Source: an optimization exercise on an open RTL-to-GDS flow (aim: small area, a short achievable clock period and few clock cycles per item). Production flows keep margins and buffers that such runs may drop.
RTL that was checked went through simulation tests only; none was proved equivalent to the original.

==> flow/design.v (excerpt) <==
module rms_top
(
	input  logic        CLOCK_50,
	input  logic        rst_n,
	input  logic        src_empty,
	input  logic [31:0] src_readdata,
	input  logic        snk_full,
	output logic        src_read,
	output logic        snk_write,
	output logic [31:0] snk_writedata,
	output logic [6:0]  hex0,
	output logic [6:0]  hex1,
	output logic [6:0]  hex2,
	output logic [6:0]  hex3,
	output logic [6:0]  hex4,
	output logic [6:0]  hex5
);
	localparam logic [14:0] BND = 15'b101_0101_0101_0010;
	logic        run_q;
	logic        pend_q;
	logic        vsk_q;
	logic [15:0] xs_q;
	logic        va_q;
	logic [15:0] xa_q;
	logic        vq_q;
	logic [31:0] sq_q;
	logic [34:0] s_q;
	logic        vs_q;
	logic [3:0]  es_q;
	logic [1:0]  ms_q;
	logic [3:0]  e_of_k;
	logic [1:0]  m_of_k;
	logic [2:0]  wcnt_q;
	logic        ov_q;
	logic [15:0] out_q;
	logic [3:0]  pos_q;
	logic        adv;
	logic [7:0]  xh;
	logic [7:0]  xl;
	logic [15:0] sqh;
	logic [15:0] sql;
	logic [15:0] sqm;
	logic [15:0] sqm_q;
	logic [34:0] s_new;
	assign adv = !ov_q || !snk_full;
	assign snk_write = ov_q && !snk_full;
	assign src_read = run_q && !src_empty && !vsk_q && adv;
	assign snk_writedata = {16'h0000, out_q};
	always_ff @(posedge CLOCK_50 or negedge rst_n)
	begin
		if (!rst_n)
		begin
			run_q <= 1'b0;
			pend_q <= 1'b0;
			vsk_q <= 1'b0;
			va_q <= 1'b0;
			vq_q <= 1'b0;
			vs_q <= 1'b0;
			wcnt_q <= '0;
		end
		else
		begin
			run_q <= 1'b1;
			pend_q <= src_read;
			if (adv)
			begin
				va_q <= pend_q || vsk_q;
				vsk_q <= 1'b0;
				vq_q <= va_q;
				vs_q <= vq_q;
				if (vq_q)
					wcnt_q <= wcnt_q + 3'd1;
			end
			else if (pend_q)
				vsk_q <= 1'b1;
		end
	end
	assign xh = xa_q[15:8];
	assign xl = xa_q[7:0];
	assign sqh =
  ...
clock: 10.0 ns
lec_check: 0
abc_area: 1
cap_margin: 20
core_margin: 2
core_utilization: 40
cts_buf_list: sky130_fd_sc_hd__clkbuf_8
setup_slack_margin: 5
slew_margin: 20
run.sh (not shown) runs the stock make flow with config.mk's settings and CLKGATE_MAP_FILE= SYNTH_SCRIPT=/design/flow/synth_recipe.tcl, a recipe that flattens the netlist after the stock synthesis.
Testbench counts at the start, summed over its fixed seeds: cycles 4,192, items 4,096.
Next try:
--- a/flow/design.v
+++ b/flow/design.v
@@ -34,24 +34,26 @@
 	input  logic        snk_full,
 	output logic        src_read,
 	output logic        snk_write,
 	output logic [31:0] snk_writedata,
 	output logic [6:0]  hex0,
 	output logic [6:0]  hex1,
 	output logic [6:0]  hex2,
 	output logic [6:0]  hex3,
 	output logic [6:0]  hex4,
 	output logic [6:0]  hex5
 );
 	localparam logic [14:0] BND = 15'b101_0101_0101_0010;
+	localparam logic [84:0] CS = {5'd16, 5'd16, 5'd16, 5'd16, 5'd16, 5'd16, 5'd16,
+		5'd15, 5'd13, 5'd12, 5'd10, 5'd8, 5'd6, 5'd5, 5'd4, 5'd3, 5'd2, 5'd1};
 	logic        run_q;
 	logic        pend_q;
 	logic        vsk_q;
 	logic [15:0] xs_q;
 	logic        va_q;
 	logic [15:0] xa_q;
 	logic        vq_q;
 	logic [31:0] sq_q;
 	logic [34:0] s_q;
 	logic        vs_q;
 	logic [3:0]  es_q;
 	logic [1:0]  ms_q;
@@ -215,27 +217,27 @@
 			logic [17:0] rem_q;
 			logic [15:0] r_q;
 			logic [2:0]  dr_q;
 			logic [31:0] qs_q;
 			logic [1:0]  mm_q;
 			logic        v_q;
 			always_ff @(posedge CLOCK_50)
 			begin
 				if (adv)
 				begin
 					rem_q <= rem_o[j-1];
 					r_q <= r_o[j-1];
-					dr_q <= dr_o[j-1];
+					dr_q <= (CS[5*j +: 5] < 5'd16) ? dr_o[j-1] : 3'd0;
+					mm_q <= (CS[5*j +: 5] < 5'd16) ? mm_i[j-1] : 2'd0;
 					qs_q <= qs_o[j-1] & (32'hffffffff >> (2 * j));
-					mm_q <= mm_i[j-1];
 				end
 			end
 			always_ff @(posedge CLOCK_50 or negedge rst_n)
 			begin
 				if (!rst_n)
 					v_q <= 1'b0;
 				else if (adv)
 					v_q <= v_i[j-1];
 			end
 			assign rem_i[j] = rem_q;
 			assign r_i[j] = r_q;
 			assign dr_i[j] = dr_q;
@@ -243,36 +245,43 @@
 			assign mm_i[j] = mm_q;
 			assign v_i[j] = v_q;
 		end
 		else
 		begin : g_pass
 			assign rem_i[j] = rem_o[j-1];
 			assign r_i[j] = r_o[j-1];
 			assign dr_i[j] = dr_o[j-1];
 			assign qs_i[j] = qs_o[j-1];
 			assign mm_i[j] = mm_i[j-1];
 			assign v_i[j] = v_i[j-1];
 		end
-		if (j < 15)
+		localparam int C0 = CS[5*j +: 5];
+		localparam int C1 = CS[5*(j+1) +: 5];
+		if (C1 > C0)
 		begin : g_div
-			logic [3:0] b1;
-			logic [3:0] b2;
-			assign b1 = dstep(dr_i[j], qs_i[j][29-2*j], mm_i[j]);
-			assign b2 = dstep(b1[2:0], qs_i[j][28-2*j], mm_i[j]);
-			assign dr_o[j] = b2[2:0];
+			logic [6*(C1-C0)+2:0] dc;
+			logic [31:0] qn;
+			assign dc[2:0] = dr_i[j];
+			for (genvar n = 0; n < 2 * (C1 - C0); n++)
+			begin : g_ds
+				logic [3:0] o;
+				assign o = dstep(dc[3*n +: 3], qs_i[j][31-2*C0-n], mm_i[j]);
+				assign dc[3*n+3 +: 3] = o[2:0];
+				assign qn[31-2*C0-n] = o[3];
+			end
+			assign dr_o[j] = dc[6*(C1-C0) +: 3];
 			always_comb
 			begin
 				qs_o[j] = qs_i[j];
-				qs_o[j][29-2*j] = b1[3];
-				qs_o[j][28-2*j] = b2[3];
+				qs_o[j][31-2*C0 -: 2*(C1-C0)] = qn[31-2*C0 -: 2*(C1-C0)];
 			end
 		end
 		else
 		begin : g_nodiv
 			assign dr_o[j] = '0;
 			assign qs_o[j] = qs_i[j];
 		end
 		logic [j+2:0] rs;
 		logic [j+1:0] tr;
 		logic [j+3:0] diff;
 		logic         t;
 		assign rs = {rem_i[j][j:0], qs_i[j][31-2*j -: 2]};
Result:
- die area is lower by 1.3%
- global-route usage rises by 1.3 points
- core utilization came out higher by 4.7 points
- flip-flop and latch count shrinks by 10
- critical path depth rose by 49
- via count increases by 4.7%
- sequential share of layout area goes down by 3.4 points
- non-clock buffer count climbs by 220
Function not checked in the second run of this note: the RTL went through the layout flow alone.

---

rms_top again, from the RTL that the note above started with.
Design rms_top, start of the top module:
module rms_top
(
	input  logic        CLOCK_50,
	input  logic        rst_n,
	input  logic        src_empty,
	input  logic [31:0] src_readdata,
	input  logic        snk_full,
	output logic        src_read,
	output logic        snk_write,
	output logic [31:0] snk_writedata,
	output logic [6:0]  hex0,
	output logic [6:0]  hex1,
	output logic [6:0]  hex2,
	output logic [6:0]  hex3,
	output logic [6:0]  hex4,
	output logic [6:0]  hex5
);
	localparam logic [14:0] BND = 15'b101_0101_0101_0010;
	logic        run_q;
	logic        pend_q;
	logic        vsk_q;
	logic [15:0] xs_q;
	logic        va_q;
	logic [15:0] xa_q;
	logic        vq_q;
	logic [31:0] sq_q;
	logic [34:0] s_q;
	logic        vs_q;
	logic [3:0]  es_q;
	logic [1:0]  ms_q;
	logic [3:0]  e_of_k;
	logic [1:0]  m_of_k;
	logic [2:0]  wcnt_q;
	logic        ov_q;
	logic [15:0] out_q;
	logic [3:0]  pos_q;
	logic        adv;
	logic [7:0]  xh;
	logic [7:0]  xl;
	logic [15:0] sqh;
	logic [15:0] sql;
	logic [15:0] sqm;
	logic [15:0] sqm_q;
	logic [34:0] s_new;
	assign adv = !ov_q || !snk_full;
	assign snk_write = ov_q && !snk_full;
	assign src_read = run_q && !src_empty && !vsk_q && adv;
	assign snk_writedata = {16'h0000, out_q};
	always_ff @(posedge CLOCK_50 or negedge rst_n)
	begin
		if (!rst_n)
		begin
			run_q <= 1'b0;
			pend_q <= 1'b0;
			vsk_q <= 1'b0;
			va_q <= 1'b0;
			vq_q <= 1'b0;
			vs_q <= 1'b0;
			wcnt_q <= '0;
		end
		else
		begin
			run_q <= 1'b1;
			pend_q <= src_read;
			if (adv)
			begin
				va_q <= pend_q || vsk_q;
				vsk_q <= 1'b0;
				vq_q <= va_q;
				vs_q <= vq_q;
				if (vq_q)
					wcnt_q <= wcnt_q + 3'd1;
			end
			else if (pend_q)
				vsk_q <= 1'b1;
		end
	end
	assign xh = xa_q[15:8];
	assign xl = xa_q[7:0];
	assign sqh =
		({16{xh[0]}} & (((16'(xh) >> 1) << 2) | (16'd1 << 0))) +
		({16{xh[1]}} & (((16'(xh) >> 2) << 4) | (16'd1 << 2))) +
  ...
Settings: LEC_CHECK=0, ABC_AREA=1, CAP_MARGIN=20, CORE_MARGIN=2, CORE_UTILIZATION=40, CTS_BUF_LIST=sky130_fd_sc_hd__clkbuf_8, SETUP_SLACK_MARGIN=4.8, SLEW_MARGIN=20; clock period 10.0 ns.
The starting point ran to the end with no violations.
Testbench counts at the start, summed over its fixed seeds: cycles 4,192, items 4,096.
Edit:
--- a/flow/design.v
+++ b/flow/design.v
@@ -34,53 +34,56 @@
 	input  logic        snk_full,
 	output logic        src_read,
 	output logic        snk_write,
 	output logic [31:0] snk_writedata,
 	output logic [6:0]  hex0,
 	output logic [6:0]  hex1,
 	output logic [6:0]  hex2,
 	output logic [6:0]  hex3,
 	output logic [6:0]  hex4,
 	output logic [6:0]  hex5
 );
-	localparam logic [14:0] BND = 15'b101_0101_0101_0010;
+	localparam logic [14:0] BND = 15'b001_0101_0101_0010;
 	logic        run_q;
 	logic        pend_q;
 	logic        vsk_q;
 	logic [15:0] xs_q;
 	logic        va_q;
 	logic [15:0] xa_q;
 	logic        vq_q;
 	logic [31:0] sq_q;
 	logic [34:0] s_q;
 	logic        vs_q;
 	logic [3:0]  es_q;
 	logic [1:0]  ms_q;
 	logic [3:0]  e_of_k;
 	logic [1:0]  m_of_k;
 	logic [2:0]  wcnt_q;
 	logic        ov_q;
-	logic [15:0] out_q;
+	logic [15:0] orem_q;
+	logic [14:0] oroot_q;
+	logic [1:0]  oq_q;
+	logic [15:0] root;
 	logic [3:0]  pos_q;
 	logic        adv;
 	logic [7:0]  xh;
 	logic [7:0]  xl;
 	logic [15:0] sqh;
 	logic [15:0] sql;
 	logic [15:0] sqm;
 	logic [15:0] sqm_q;
 	logic [34:0] s_new;
 	assign adv = !ov_q || !snk_full;
 	assign snk_write = ov_q && !snk_full;
 	assign src_read = run_q && !src_empty && !vsk_q && adv;
-	assign snk_writedata = {16'h0000, out_q};
+	assign snk_writedata = {16'h0000, root};
 	always_ff @(posedge CLOCK_50 or negedge rst_n)
 	begin
 		if (!rst_n)
 		begin
 			run_q <= 1'b0;
 			pend_q <= 1'b0;
 			vsk_q <= 1'b0;
 			va_q <= 1'b0;
 			vq_q <= 1'b0;
 			vs_q <= 1'b0;
 			wcnt_q <= '0;
@@ -286,32 +289,37 @@
 		end
 		assign diff = {1'b0, rs} - {2'b00, tr};
 		assign t = !diff[j+3];
 		assign rem_o[j] = 18'(t ? diff[j+1:0] : rs[j+1:0]);
 		assign r_o[j] = 16'({r_i[j][14:0], t});
 	end
 	always_ff @(posedge CLOCK_50 or negedge rst_n)
 	begin
 		if (!rst_n)
 		begin
 			ov_q <= 1'b0;
-			out_q <= '0;
+			orem_q <= '0;
+			oroot_q <= '0;
+			oq_q <= '0;
 			pos_q <= '0;
 		end
 		else if (adv)
 		begin
 			ov_q <= v_i[15];
 			if (v_i[15])
 			begin
-				out_q <= r_o[15];
+				orem_q <= rem_i[15][15:0];
+				oroot_q <= r_i[15][14:0];
+				oq_q <= qs_i[15][1:0];
 				pos_q <= (pos_q[2:0] == 3'd0) ? 4'd1 : pos_q + 4'd1;
 			end
 		end
 	end
-	assign hex0 = rms_pkg::seg_of_nibble(out_q[3:0]);
-	assign hex1 = rms_pkg::seg_of_nibble(out_q[7:4]);
-	assign hex2 = rms_pkg::seg_of_nibble(out_q[11:8]);
-	assign hex3 = rms_pkg::seg_of_nibble(out_q[15:12]);
+	assign root = {oroot_q, {orem_q, oq_q} >= {1'b0, oroot_q, 2'b01}};
+	assign hex0 = rms_pkg::seg_of_nibble(root[3:0]);
+	assign hex1 = rms_pkg::seg_of_nibble(root[7:4]);
+	assign hex2 = rms_pkg::seg_of_nibble(root[11:8]);
+	assign hex3 = rms_pkg::seg_of_nibble(root[15:12]);
 	assign hex4 = rms_pkg::seg_of_nibble(pos_q);
 	assign hex5 = rms_pkg::seg_of_nibble(4'h0);
 endmodule
 `default_nettype wire
Effect:
- worst setup slack is worse by 0.25 ns
- non-clock buffer count rises by 31
- clock skew rises by 0.012 ns
- utilization rises by 0.65 points
- routed wire length rises slightly
- count of clock-buffer cells in the layout rises by 5
- synthesized cell count falls slightly
- worst hold slack hardly moves
- global-route usage rises by 0.18 points
- fmax falls by a few percent
The RTL of the second run of this note was laid out without a check of its function.

static timing again, ports no longer ideal:
How much do the figures lean on ideal ports? The routed layouts below were timed once more, with nothing changed but the port constraints.
Step 1 (the two cells are an assumption about what drives the block):
set clk [get_ports {CLOCK_50}]
set_driving_cell -lib_cell sky130_fd_sc_hd__clkbuf_16 $clk
set_driving_cell -lib_cell sky130_fd_sc_hd__buf_2 [delete_from_list [all_inputs] $clk]
Step 2 times the ports against the registers' clock, not the clock port: input delays grow and output delays shrink by t, the midpoint of the rising clock arrivals with the driver on.
Three values: no drivers, after step 1, after step 2; two values: the first two.
run | t (ns) | slack for setup (ns) | latest minus earliest clock arrival (ns) | worst data-port slew with drivers (ns)
the first run of note 1 | 0.699 | 5.079 / 5.059 / 5.059 | 0.024 / 0.024 | 0.03
the second run of note 1 | 0.700 | 4.325 / 4.325 / 4.325 | 0.037 / 0.037 | 0.04
the first run of note 2 | 0.700 | 4.972 / 4.952 / 4.952 | 0.032 / 0.032 | 0.03
the second run of note 2 | 0.708 | 4.722 / 4.662 / 4.825 | 0.039 / 0.039 | 0.04
After both steps setup and hold are still met in every run listed.
